Context: an optimization exercise on an open-source flow, tuned for small area, a short achievable clock period and few clock cycles per item. The choices shown serve that exercise and are no tape-out recipe.
Function was not checked in any run shown here: the RTL went through the layout flow alone.
Power figures rest on the tool's default switching activity, not on a simulated workload.

==> flow/design.v, too long to show whole: its modules and the start of the top module <==
// module closest_colour_pixel_tracker: 1838 lines
// module ccpt_fa: 10 lines
module closest_colour_pixel_tracker (
  input  wire         clk,
  input  wire         rst_n,
  input  wire         cfg_we,
  input  wire  [2:0]  cfg_idx,
  input  wire  [23:0] cfg_wdata,
  input  wire         in_valid,
  output wire         in_stall,
  input  wire  [47:0] in_data,
  output wire         out_valid,
  input  wire         out_stall,
  output wire  [68:0] out_data
);
  // ...
==> flow/run.sh <==
#!/bin/bash
# synth_recipe.tcl (not shown) runs the flow's synth.tcl, then flattens the netlist and writes it again
# the make line also repeats each setting of config.mk as NAME=value (left out here)
make -C /OpenROAD-flow-scripts/flow DESIGN_CONFIG=/design/flow/config.mk WORK_HOME=/design/flow/orfs CLKGATE_MAP_FILE= SYNTH_SCRIPT=/design/flow/synth_recipe.tcl finish
==> flow/config.mk <==
export PLATFORM = sky130hd
export DESIGN_NAME = closest_colour_pixel_tracker
export DESIGN_NICKNAME = closest_colour_pixel_tracker
export VERILOG_FILES = /design/flow/design.v
export SDC_FILE = /design/flow/constraint.sdc
export NUM_CORES = 4
export LEC_CHECK = 0
export CAP_MARGIN = 20
export CORE_MARGIN = 2
export CORE_UTILIZATION = 40
export CTS_BUF_LIST = sky130_fd_sc_hd__clkbuf_4 sky130_fd_sc_hd__clkbuf_8
export CTS_CLUSTER_SIZE = 30
export SETUP_SLACK_MARGIN = 4.3
export SLEW_MARGIN = 20
export SYNTH_HIERARCHICAL = 1
==> flow/constraint.sdc <==
create_clock -name core_clock -period 7.5 [get_ports {clk}]
set_input_delay 1.5000 -clock core_clock [delete_from_list [all_inputs] [get_ports {clk}]]
set_output_delay 1.5000 -clock core_clock [all_outputs]
set_load 0.01 [all_outputs]
==> reports/summary.json, run 1 <==
{
  "floorplan": {
    "number_of_tap_cells_inserted": 978,
    "die_w_um": 281,
    "rows": 101
  },
  "critical_path": {
    "path_cells": "and2_4 > fa_2 > fa_1 > fa_2 > fa_2 > ha_4 > a211oi_2 > a211oi_2 > buf_4 > xnor2_4 > nand2_1 > o21ai_1 > nand2_1",
    "critPathTopFamily": "adder cells",
    "end_kind": "register",
    "critical_path_cell_count": 13,
    "crit_end": "thr_sq2[14]"
  },
  "synth": {
    "yosysWarningCount": 7,
    "synth_simple_gate_area_share_pct": 13.8,
    "synth_top_family_by_area": "adder cells",
    "adder_and_majority_gate_portion_of_the_synthesized_area_pct": 32.4,
    "post_synth_mux_area_share_pct": 1.21,
    "synthMostInstantiatedCell": "sky130_fd_sc_hd__dfxtp_1",
    "synth_cell_type_count": 58,
    "synthArstFlopShare_pct": 0,
    "synth_compound_gate_area_share_pct": 9.28
  },
  "cells_and_area": {
    "final.clkbuf_count": 139,
    "layout.cells.most_common": "sky130_fd_sc_hd__dfxtp_1",
    "layout.cells.largest_class": "multi-input gates",
    "multi_input_area_share_pct": 51.4,
    "buffers": 183,
    "largestRegisters": "tgn0 x24, tgn1 x24, tgn2 x24",
    "n_fill_cell": 6892
  },
  "worst_hold_path": {
    "hold_path.class": "register to register",
    "whs_path_depth": 0
  },
  "global_routing": {
    "antenna_found_initial": 5,
    "grt_use_met1_pct": 25.0
  },
  "pwr": {
    "power.share.clock_pct": 25.9,
    "totalPowerFinal_w": 0.0126,
    "power.share.sequential_pct": 34.6,
    "worst_ir_drop_vdd_v": 0.000175
  },
  "sta": {
    "timing_worst_slew_pin_value_ns": 0.915,
    "fin_crit_sh_pct": 45.3,
    "hold_worst_slack_ns": 0.300,
    "hold_viol_final": 0,
    "rsz0062_at_grt": "true",
    "timing.final.crit_period_ns": 3.40
  },
  "placed_design": {
    "gp_congestion": 0.860
  },
  "status": {
    "status": "finished clean"
  },
  "clock_network": {
    "total_clock_buffers_created_by_cts": 100
  }
}
==> inputs of run 2 (changes only) <==
--- a/flow/design.v
+++ b/flow/design.v
@@ -10,74 +10,154 @@
   output wire         in_stall,
   input  wire  [47:0] in_data,
   output wire         out_valid,
   input  wire         out_stall,
   output wire  [68:0] out_data
 );
   reg  [23:0] tgn0, tgn1, tgn2;
   reg  [17:0] thr_sq0, thr_sq1, thr_sq2;
-  reg  [8:0]  thr_r;
-  reg  [17:0] thr_x;
   reg  [2:0]  thr_we1;
   wire [3:0]  wa = cfg_wdata[8:5];
   wire [4:0]  wb = cfg_wdata[4:0];
-  wire [7:0]  wa2 = {4'd0, wa} * {4'd0, wa};
-  wire [9:0]  wb2 = {5'd0, wb} * {5'd0, wb};
-  wire p843 = thr_r[5] & thr_r[0];
-  wire p844 = thr_r[5] & thr_r[1];
-  wire p845 = thr_r[5] & thr_r[2];
-  wire p846 = thr_r[5] & thr_r[3];
-  wire p847 = thr_r[5] & thr_r[4];
-  wire p848 = thr_r[6] & thr_r[0];
-  wire p849 = thr_r[6] & thr_r[1];
-  wire p850 = thr_r[6] & thr_r[2];
-  wire p851 = thr_r[6] & thr_r[3];
-  wire p852 = thr_r[6] & thr_r[4];
-  wire p853 = thr_r[7] & thr_r[0];
-  wire p854 = thr_r[7] & thr_r[1];
-  wire p855 = thr_r[7] & thr_r[2];
-  wire p856 = thr_r[7] & thr_r[3];
-  wire p857 = thr_r[7] & thr_r[4];
-  wire p858 = thr_r[8] & thr_r[0];
-  wire p859 = thr_r[8] & thr_r[1];
-  wire p860 = thr_r[8] & thr_r[2];
-  wire p861 = thr_r[8] & thr_r[3];
-  wire p862 = thr_r[8] & thr_r[4];
+  wire [7:0]  wa2 =
+                    (wa == 4'd1) ? 8'd1 :
+                    (wa == 4'd2) ? 8'd4 :
+                    (wa == 4'd3) ? 8'd9 :
+                    (wa == 4'd4) ? 8'd16 :
+                    (wa == 4'd5) ? 8'd25 :
+                    (wa == 4'd6) ? 8'd36 :
+                    (wa == 4'd7) ? 8'd49 :
+                    (wa == 4'd8) ? 8'd64 :
+                    (wa == 4'd9) ? 8'd81 :
+                    (wa == 4'd10) ? 8'd100 :
+                    (wa == 4'd11) ? 8'd121 :
+                    (wa == 4'd12) ? 8'd144 :
+                    (wa == 4'd13) ? 8'd169 :
+                    (wa == 4'd14) ? 8'd196 :
+                    (wa == 4'd15) ? 8'd225 :
+                    8'd0;
+  wire [9:0]  wb2 =
+                    (wb == 5'd1) ? 10'd1 :
+                    (wb == 5'd2) ? 10'd4 :
+                    (wb == 5'd3) ? 10'd9 :
+                    (wb == 5'd4) ? 10'd16 :
+                    (wb == 5'd5) ? 10'd25 :
+                    (wb == 5'd6) ? 10'd36 :
+                    (wb == 5'd7) ? 10'd49 :
+                    (wb == 5'd8) ? 10'd64 :
+                    (wb == 5'd9) ? 10'd81 :
+                    (wb == 5'd10) ? 10'd100 :
+                    (wb == 5'd11) ? 10'd121 :
+                    (wb == 5'd12) ? 10'd144 :
+                    (wb == 5'd13) ? 10'd169 :
+                    (wb == 5'd14) ? 10'd196 :
+                    (wb == 5'd15) ? 10'd225 :
+                    (wb == 5'd16) ? 10'd256 :
+                    (wb == 5'd17) ? 10'd289 :
+                    (wb == 5'd18) ? 10'd324 :
+                    (wb == 5'd19) ? 10'd361 :
+                    (wb == 5'd20) ? 10'd400 :
+                    (wb == 5'd21) ? 10'd441 :
+                    (wb == 5'd22) ? 10'd484 :
+                    (wb == 5'd23) ? 10'd529 :
+                    (wb == 5'd24) ? 10'd576 :
+                    (wb == 5'd25) ? 10'd625 :
+                    (wb == 5'd26) ? 10'd676 :
+                    (wb == 5'd27) ? 10'd729 :
+                    (wb == 5'd28) ? 10'd784 :
+                    (wb == 5'd29) ? 10'd841 :
+                    (wb == 5'd30) ? 10'd900 :
+                    (wb == 5'd31) ? 10'd961 :
+                    10'd0;
+  wire p843 = cfg_wdata[5] & cfg_wdata[0];
+  wire p844 = cfg_wdata[5] & cfg_wdata[1];
+  wire p845 = cfg_wdata[5] & cfg_wdata[2];
+  wire p846 = cfg_wdata[5] & cfg_wdata[3];
+  wire p847 = cfg_wdata[5] & cfg_wdata[4];
+  wire p848 = cfg_wdata[6] & cfg_wdata[0];
+  wire p849 = cfg_wdata[6] & cfg_wdata[1];
+  wire p850 = cfg_wdata[6] & cfg_wdata[2];
+  wire p851 = cfg_wdata[6] & cfg_wdata[3];
+  wire p852 = cfg_wdata[6] & cfg_wdata[4];
+  wire p853 = cfg_wdata[7] & cfg_wdata[0];
+  wire p854 = cfg_wdata[7] & cfg_wdata[1];
+  wire p855 = cfg_wdata[7] & cfg_wdata[2];
+  wire p856 = cfg_wdata[7] & cfg_wdata[3];
+  wire p857 = cfg_wdata[7] & cfg_wdata[4];
+  wire p858 = cfg_wdata[8] & cfg_wdata[0];
+  wire p859 = cfg_wdata[8] & cfg_wdata[1];
+  wire p860 = cfg_wdata[8] & cfg_wdata[2];
+  wire p861 = cfg_wdata[8] & cfg_wdata[3];
+  wire p862 = cfg_wdata[8] & cfg_wdata[4];
   wire fs20001, fc20001;
-  ccpt_fa u_fa20001 (.a(thr_x[7]), .b(p844), .c(p848), .s(fs20001), .co(fc20001));
+  ccpt_fa u_fa20001 (.a(p844), .b(p848), .c(wb2[7]), .s(fs20001), .co(fc20001));
   wire fs20002, fc20002;
-  ccpt_fa u_fa20002 (.a(thr_x[8]), .b(p845), .c(p849), .s(fs20002), .co(fc20002));
+  ccpt_fa u_fa20002 (.a(p845), .b(p849), .c(p853), .s(fs20002), .co(fc20002));
   wire fs20003, fc20003;
-  ccpt_fa u_fa20003 (.a(p853), .b(fc20001), .c(fs20002), .s(fs20003), .co(fc20003));
+  ccpt_fa u_fa20003 (.a(wb2[8]), .b(fs20002), .c(fc20001), .s(fs20003), .co(fc20003));
   wire fs20004, fc20004;
-  ccpt_fa u_fa20004 (.a(thr_x[9]), .b(p846), .c(p850), .s(fs20004), .co(fc20004));
+  ccpt_fa u_fa20004 (.a(p846), .b(p850), .c(p854), .s(fs20004), .co(fc20004));
   wire fs20005, fc20005;
-  ccpt_fa u_fa20005 (.a(p854), .b(p858), .c(fc20002), .s(fs20005), .co(fc20005));
+  ccpt_fa u_fa20005 (.a(p858), .b(fc20002), .c(wb2[9]), .s(fs20005), .co(fc20005));
   wire fs20006, fc20006;
-  ccpt_fa u_fa20006 (.a(fs20004), .b(fc20003), .c(fs20005), .s(fs20006), .co(fc20006));
+  ccpt_fa u_fa20006 (.a(p847), .b(p851), .c(p855), .s(fs20006), .co(fc20006));
   wire fs20007, fc20007;
-  ccpt_fa u_fa20007 (.a(thr_x[10]), .b(p847), .c(p851), .s(fs20007), .co(fc20007));
+  ccpt_fa u_fa20007 (.a(p859), .b(fc20004), .c(wa2[0]), .s(fs20007), .co(fc20007));
   wire fs20008, fc20008;
-  ccpt_fa u_fa20008 (.a(p855), .b(p859), .c(fc20004), .s(fs20008), .co(fc20008));
+  ccpt_fa u_fa20008 (.a(fs20006), .b(fc20005), .c(fs20007), .s(fs20008), .co(fc20008));
   wire fs20009, fc20009;
-  ccpt_fa u_fa20009 (.a(fs20007), .b(fc20005), .c(fs20008), .s(fs20009), .co(fc20009));
+  ccpt_fa u_fa20009 (.a(p852), .b(p856), .c(p860), .s(fs20009), .co(fc20009));
   wire fs20010, fc20010;
-  ccpt_fa u_fa20010 (.a(thr_x[11]), .b(p852), .c(p856), .s(fs20010), .co(fc20010));
+  ccpt_fa u_fa20010 (.a(fc20006), .b(fs20009), .c(fc20007), .s(fs20010), .co(fc20010));
   wire fs20011, fc20011;
-  ccpt_fa u_fa20011 (.a(p860), .b(fc20007), .c(fs20010), .s(fs20011), .co(fc20011));
+  ccpt_fa u_fa20011 (.a(p857), .b(p861), .c(fc20009), .s(fs20011), .co(fc20011));
   wire fs20012, fc20012;
-  ccpt_fa u_fa20012 (.a(fc20008), .b(fs20011), .c(fc20009), .s(fs20012), .co(fc20012));
+  ccpt_fa u_fa20012 (.a(p862), .b(wa2[3]), .c(fc20011), .s(fs20012), .co(fc20012));
+  reg  [0:0] thr_c_0;
+  reg  [0:0] thr_c_2;
+  reg  [0:0] thr_c_3;
+  reg  [0:0] thr_c_4;
+  reg  [0:0] thr_c_5;
+  reg  [1:0] thr_c_6;
+  reg  [0:0] thr_c_7;
+  reg  [0:0] thr_c_8;
+  reg  [2:0] thr_c_9;
+  reg  [0:0] thr_c_10;
+  reg  [1:0] thr_c_11;
+  reg  [2:0] thr_c_12;
+  reg  [0:0] thr_c_13;
+  reg  [1:0] thr_c_14;
+  reg  [0:0] thr_c_15;
+  reg  [0:0] thr_c_16;
+  reg  [0:0] thr_c_17;
+  always @(posedge clk) begin
+    thr_c_0 <= {wb2[0]};
+    thr_c_2 <= {wb2[2]};
+    thr_c_3 <= {wb2[3]};
+    thr_c_4 <= {wb2[4]};
+    thr_c_5 <= {wb2[5]};
+    thr_c_6 <= {p843, wb2[6]};
+    thr_c_7 <= {fs20001};
+    thr_c_8 <= {fs20003};
+    thr_c_9 <= {fc20003, fs20005, fs20004};
+    thr_c_10 <= {fs20008};
+    thr_c_11 <= {fs20010, fc20008};
+    thr_c_12 <= {fc20010, fs20011, wa2[2]};
+    thr_c_13 <= {fs20012};
+    thr_c_14 <= {fc20012, wa2[4]};
+    thr_c_15 <= {wa2[5]};
+    thr_c_16 <= {wa2[6]};
+    thr_c_17 <= {wa2[7]};
+  end
   wire fs20013, fc20013;
-  ccpt_fa u_fa20013 (.a(thr_x[12]), .b(p857), .c(p861), .s(fs20013), .co(fc20013));
+  ccpt_fa u_fa20013 (.a(thr_c_9[0]), .b(thr_c_9[1]), .c(thr_c_9[2]), .s(fs20013), .co(fc20013));
   wire fs20014, fc20014;
-  ccpt_fa u_fa20014 (.a(fc20010), .b(fs20013), .c(fc20011), .s(fs20014), .co(fc20014));
-  wire fs20015, fc20015;
-  ccpt_fa u_fa20015 (.a(thr_x[13]), .b(p862), .c(fc20013), .s(fs20015), .co(fc20015));
-  wire [17:0] thr_sq_w = {thr_x[17], thr_x[16], thr_x[15], thr_x[14], fc20014, fc20012, fs20012, fc20006, fs20006, fs20003, fs20001, thr_x[6], thr_x[5], thr_x[4], thr_x[3], thr_x[2], thr_x[1], thr_x[0]} + {1'b0, 1'b0, 1'b0, fc20015, fs20015, fs20014, 1'b0, fs20009, 1'b0, 1'b0, 1'b0, p843, 1'b0, 1'b0, 1'b0, 1'b0, 1'b0, 1'b0};
+  ccpt_fa u_fa20014 (.a(thr_c_12[0]), .b(thr_c_12[1]), .c(thr_c_12[2]), .s(fs20014), .co(fc20014));
+  wire [17:0] thr_sq_w = {thr_c_17[0], thr_c_16[0], thr_c_15[0], thr_c_14[0], thr_c_13[0], fs20014, thr_c_11[0], thr_c_10[0], fs20013, thr_c_8[0], thr_c_7[0], thr_c_6[0], thr_c_5[0], thr_c_4[0], thr_c_3[0], thr_c_2[0], 1'b0, thr_c_0[0]} + {1'b0, 1'b0, 1'b0, thr_c_14[1], fc20014, 1'b0, thr_c_11[1], fc20013, 1'b0, 1'b0, 1'b0, thr_c_6[1], 1'b0, 1'b0, 1'b0, 1'b0, 1'b0, 1'b0};
   always @(posedge clk) begin
     if (!rst_n) begin
       tgn0 <= ~24'hFF0000;
       tgn1 <= ~24'h00FF00;
       tgn2 <= ~24'h0000FF;
       thr_sq0 <= 18'd22500;
       thr_sq1 <= 18'd30625;
       thr_sq2 <= 18'd22500;
@@ -86,18 +166,16 @@
       if (cfg_we && cfg_idx == 3'd0) tgn0 <= ~cfg_wdata;
       if (cfg_we && cfg_idx == 3'd1) tgn1 <= ~cfg_wdata;
       if (cfg_we && cfg_idx == 3'd2) tgn2 <= ~cfg_wdata;
       if (thr_we1[0]) thr_sq0 <= thr_sq_w;
       if (thr_we1[1]) thr_sq1 <= thr_sq_w;
       if (thr_we1[2]) thr_sq2 <= thr_sq_w;
       thr_we1 <= {cfg_we && cfg_idx == 3'd5, cfg_we && cfg_idx == 3'd4, cfg_we && cfg_idx == 3'd3};
     end
-    thr_r <= cfg_wdata[8:0];
-    thr_x <= {wa2, wb2};
   end
   reg         busy_r;
   reg         out_valid_r;
   wire        accept   = in_valid & ~busy_r;
   wire        handover = out_valid_r & ~out_stall;
   always @(posedge clk) begin
     if (!rst_n)                     busy_r <= 1'b0;
     else if (accept & in_data[0])   busy_r <= 1'b1;
==> flow/flow/run.sh (new file) <==
#!/bin/bash
# Layout flow: the standard flow (standard.sh), with the port buffers made of
# sky130_fd_sc_hd__buf_1 cells. The full make output goes to standard.log here.
set -euo pipefail
bash standard.sh "BUFFER_PORTS_ARGS=-buffer_cell sky130_fd_sc_hd__buf_1" finish > standard.log 2>&1
==> flow/standard.sh (new file) <==
#!/bin/bash
# synth_recipe.tcl (not shown) runs the flow's synth.tcl, then flattens the netlist and writes it again
# the make line also repeats each setting of config.mk as NAME=value (left out here)
make -C /OpenROAD-flow-scripts/flow DESIGN_CONFIG=/design/flow/config.mk WORK_HOME=/design/flow/orfs CLKGATE_MAP_FILE= SYNTH_SCRIPT=/design/flow/synth_recipe.tcl "${@:-finish}"
==> flow/config.mk (replaced) <==
export PLATFORM = sky130hd
export DESIGN_NAME = closest_colour_pixel_tracker
export DESIGN_NICKNAME = closest_colour_pixel_tracker
export VERILOG_FILES = /design/flow/design.v
export SDC_FILE = /design/flow/constraint.sdc
export NUM_CORES = 4
export LEC_CHECK = 0
export CAP_MARGIN = 20
export CORE_MARGIN = 2
export CORE_UTILIZATION = 62
export CTS_CLUSTER_DIAMETER = 100
export CTS_CLUSTER_SIZE = 22
export SETUP_SLACK_MARGIN = 4.75
export SLEW_MARGIN = 20
export SYNTH_HIERARCHICAL = 1
removed: flow/run.sh
==> reports/summary.json, run 2 <==
{
  "floorplan": {
    "io_pins": 151,
    "rows": {"value": 81, "change": "-20%"},
    "die_w": {"value": 226, "unit": "um", "change": "-20%"},
    "design.die.area_mm2": 0.0509,
    "initial_utilization_pct": 62.5,
    "floorplan.core_area_mm2": 0.0487,
    "die_y_um": 226
  },
  "cells_and_area": {
    "n_fill_cell": {"value": 3607, "change": "-48%"},
    "synthToLayoutAreaGrowth_pct": 12.8,
    "largestRegisters": "tgn0 x24, tgn1 x24, tgn2 x24",
    "post_layout_nonfiller_instances": 3558,
    "layout.cells.most_common": "sky130_fd_sc_hd__dfxtp_1",
    "fraction_of_final_layout_cells_with_drive_strength_greater_than_1_pct": 17.8,
    "most-common-layout-cells": "sky130_fd_sc_hd__dfxtp_1, sky130_fd_sc_hd__and2_1, sky130_fd_sc_hd__nand2_1, sky130_fd_sc_hd__fa_1, sky130_fd_sc_hd__fa_2",
    "nets": 3521
  },
  "synth": {
    "yosys_register_bits": 578,
    "synth_common_cells": "sky130_fd_sc_hd__dfxtp_1, sky130_fd_sc_hd__fa_1, sky130_fd_sc_hd__and2_1, sky130_fd_sc_hd__nand2_1, sky130_fd_sc_hd__ha_1",
    "mappedNetlistNets": 3333,
    "synthArstFlopShare": {"value": 0, "unit": "%", "change": "unchanged"},
    "synthMostInstantiatedCell": "sky130_fd_sc_hd__dfxtp_1",
    "yosysSeqAreaShare_pct": 38.0,
    "synth_enable_flop_cells": 0,
    "netlist_area_mm2": 0.0305,
    "post_synth.cell_area_avg_um2": 11.3,
    "synth.area.top_cells": "sky130_fd_sc_hd__dfxtp_1, sky130_fd_sc_hd__fa_1, sky130_fd_sc_hd__ha_1, sky130_fd_sc_hd__and2_1, sky130_fd_sc_hd__mux2i_1",
    "dominantRegCellSynth": "sky130_fd_sc_hd__dfxtp_1",
    "synth_top_area_share_pct": 38.0,
    "synth_top_area_cell": "sky130_fd_sc_hd__dfxtp_1",
    "yosysWarningCount": {"value": 7, "change": "unchanged"},
    "synth_cells": 2702,
    "synth_cell_type_count": {"value": 56, "change": "-3.4%"}
  },
  "critical_path": {
    "worstReg2RegStart": "s1_x10[1]",
    "timing.critical_path.mode_cell": "sky130_fd_sc_hd__fa_2",
    "crit_arrival_ns": 3.45,
    "criticalPathCategory": "register to register",
    "reg2reg_to": "s2_t1_11[2]",
    "cp_data_required_time_ns": 8.00,
    "cp-start-kind": "register",
    "crit_path_max_fanout": 10,
    "path_cells": "and2_1 > fa_2 > fa_2 > fa_2 > fa_2 > fa_1",
    "critPathTopFamily": "adder cells",
    "critical_path.n_buffers_inverters": 0,
    "ff2ff_path_depth": 6,
    "end_kind": "register",
    "critical_path.slowest_cell": "sky130_fd_sc_hd__fa_2",
    "critPathMaxStageDelay_ns": 0.55,
    "internal_reg_to_reg_setup_slack_ns": 4.56
  },
  "sta": {
    "fin_crit_sh": {"value": 39.2, "unit": "%", "change": "-6.1 points"},
    "timing.final.crit_period": {"value": 2.94, "unit": "ns", "change": "-0.455 ns"},
    "setup-tns-final_ns": 0,
    "setup-violations-final": 0,
    "rsz0062_at_grt": "true",
    "maxSlewHeadroom_pct": 33.6,
    "hold_viol_final": {"value": 0, "change": "unchanged"},
    "highest_attainable_clock_frequency_mhz": 340,
    "timing_worst_slew_pin_value": {"value": 0.990, "unit": "ns", "change": "+0.0754 ns"},
    "final-max-slew-violation-count": 0,
    "fin_skew_ns": 0.0154
  },
  "clock_network": {
    "worst_case_clock_buffer_depth": 3,
    "ctsHoldBuffers": 0,
    "clk_root_buffer_cell": "sky130_fd_sc_hd__clkbuf_16",
    "clk_latency_ns": 0.63,
    "tritoncts": "built",
    "worst_setup_hold_path_clk_slew_ns": 0.09,
    "maximum_level_of_the_cts_h_tree": 1,
    "total_clock_buffers_created_by_cts": {"value": 31, "change": "-69%"},
    "cts_num_sinks": 578
  },
  "worst_hold_path": {
    "hold_path_startpoint": "s2_t1_5",
    "hold_path.class": "register to register",
    "whs_path_depth": {"value": 0, "change": "unchanged"},
    "timing.hold.worst_endpoint": "s3_d1[5]"
  },
  "detailed_routing": {
    "drt-pass1-iter-count": 5,
    "drtIter0Drc": 1145,
    "routed_via_density": 5.57,
    "count_of_antenna_violating_nets_left_after_detailed_routing": 0,
    "drc_errors": 0,
    "detailroute.via_count": 19828,
    "wire_per_inst_um": 20.0,
    "totalWireLength_um": 71200
  },
  "global_routing": {
    "grt_pass1_vias": 20612,
    "antenna_found_initial": {"value": 6, "change": "+1"},
    "grt_first_pass_wirelength_um": 112000,
    "grt_max_degree": 96,
    "grt-ovfl-total": 0,
    "grt_util_all_layers_pct": 28.4
  },
  "pwr": {
    "p_leak_nw": 14.9,
    "worst_ir_drop_vdd": {"value": 0.000350, "unit": "V", "change": "+100%"},
    "powerDensity_mw_per_mm2": 340
  },
  "status": {
    "status": "finished clean"
  },
  "flow_run": {
    "maxCapViolations": 0
  },
  "placed_design": {
    "port_buffer_count": 150,
    "placed_cells": 3433,
    "gp_congestion": {"value": 0.895, "change": "+4.1%"},
    "place.detailed.hpwl_um": 53800
  }
}
-- run 2: cell types whose count changed after synthesis, moves of 10 or more --
| cell | delta |
|---|---|
| sky130_fd_sc_hd__o21ai_0 | -51 |
| sky130_fd_sc_hd__mux2i_1 | +48 |
| sky130_fd_sc_hd__nand2_1 | +40 |
| sky130_fd_sc_hd__nand3_1 | -37 |
| sky130_fd_sc_hd__a22o_1 | -18 |
| sky130_fd_sc_hd__a2bb2oi_1 | -16 |
| sky130_fd_sc_hd__o22ai_1 | +16 |
| sky130_fd_sc_hd__a21oi_1 | -15 |
| sky130_fd_sc_hd__ha_1 | -13 |
| sky130_fd_sc_hd__clkbuf_1 | +10 |
-- run 2: power by group --
part           internal, W  switching [W]
Clock             0.000754        0.00100
Combinational      0.00269        0.00289
Sequential         0.00378       0.000579
Total              0.00722        0.00448
-- run 2: worst max path at each step --
stage                             from  slack, ns          end  cells past startpoint
after detailed placement         rst_n       3.55   thr_we1[2]                      5
after global routing         s1_x10[0]       4.51      s2_t1_6                      6
final                        s1_x10[1]       4.56  s2_t1_11[2]                      6
after CTS                    s1_x10[0]       4.56      s2_t1_6                      6
after floorplan           cfg_wdata[2]       4.21     thr_c_10                      6
after global placement           rst_n       3.67   thr_we1[2]                      5
-- run 2: final cells by class --
type / count / area (um^2) / area share (%)
flip-flops and latches: 578 / 11900 / 34.5
repair buffers: 248 / 1440 / 4.18
multi-input cells: 1874 / 18800 / 54.6
diodes: 1 / 2.50 / 0.00728
well taps: 664 / 831 / 2.42
clock inverters: 5 / 68.8 / 0.200
clock buffers: 31 / 776 / 2.26
inverters: 157 / 639 / 1.86
-- run 2: logic make-up (layout without fill, tap and decap cells) --
| family | after synthesis | in the layout | share of synthesized area [%] |
|---|---|---|---|
| buffers and inverters | 250 | 441 | 3.36 |
| muxes | 85 | 85 | 2.79 |
| DFF | 578 | 578 | 38.0 |
| other | 0 | 1 | 0 |
| adders and majority gates | 552 | 552 | 31.7 |
| xor gates and xnor gates | 80 | 80 | 2.30 |
| AOI/OAI and AO/OA | 359 | 359 | 8.50 |
| and+or+nand+nor | 798 | 798 | 13.4 |
-- run 2: per-stage QoR --
stage                     worst slack, ns  util (%)  power [W]  instance area, um^2  hold WS [ns]
after detailed placement             3.55      65.8    0.00950                32100         0.312
final                                4.56      70.5     0.0117                34400         0.328
after global routing                 4.51      70.5     0.0127                34400         0.337
after global placement               3.67      65.8    0.00934                32100         0.310
after floorplan                      4.21         -    0.00788                31100         0.310
after CTS                            4.56      69.6     0.0115                33900         0.327
-- run 2: repair_timing --
| action | 4_1_cts | 5_1_grt |
|---|---|---|
| gates resized for setup | 229 | 88 |
| setup endpoints to repair | 174 | 135 |
| setup buffers | 62 | 25 |
| pin swaps | 43 | 71 |
-- run 2: modules after synthesis (local to each module, per instance) --
module,flops+latches,cells
ccpt_fa,0,1
closest_colour_pixel_tracker,578,2361
-- run 2: metal layers --
| layer | global-route usage (%) | wire (um) |
|---|---|---|
| met1 | 37.9 | 30800 |
| met3 | 4.45 | 3820 |
| met4 | 9.38 | 2360 |
| met2 | 47.7 | 34200 |
| met5 | 0 | 50 |

port drivers added, routing unchanged:
The flow's constraints put no driver on any port. The routed layouts listed below were extracted and timed again, unchanged, in two steps.
Step 1: set_driving_cell puts a clkbuf_16 on clk and a buf_2 on each other input, an assumption about the parent block.
Step 2, shift: input delay + t, output delay - t, t = (earliest + latest rising clock arrival at the registers) / 2. This alone moves slack from input paths to output paths.
Three values: no drivers, after step 1, after step 2; two values: the first two.
run	shift t [ns]	slack for setup (ns)	latest minus earliest clock arrival (ns)	worst data-port slew with drivers (ns)
run 1	0.781	4.103 / 4.103 / 3.329	0.068 / 0.069	0.14
run 2	0.684	4.558 / 4.558 / 4.095	0.016 / 0.015	0.10
After both steps every run listed still meets setup and hold. The setup slack of run 1, which loses most, moves by 0.000 ns with the drivers and by -0.774 ns with both steps.
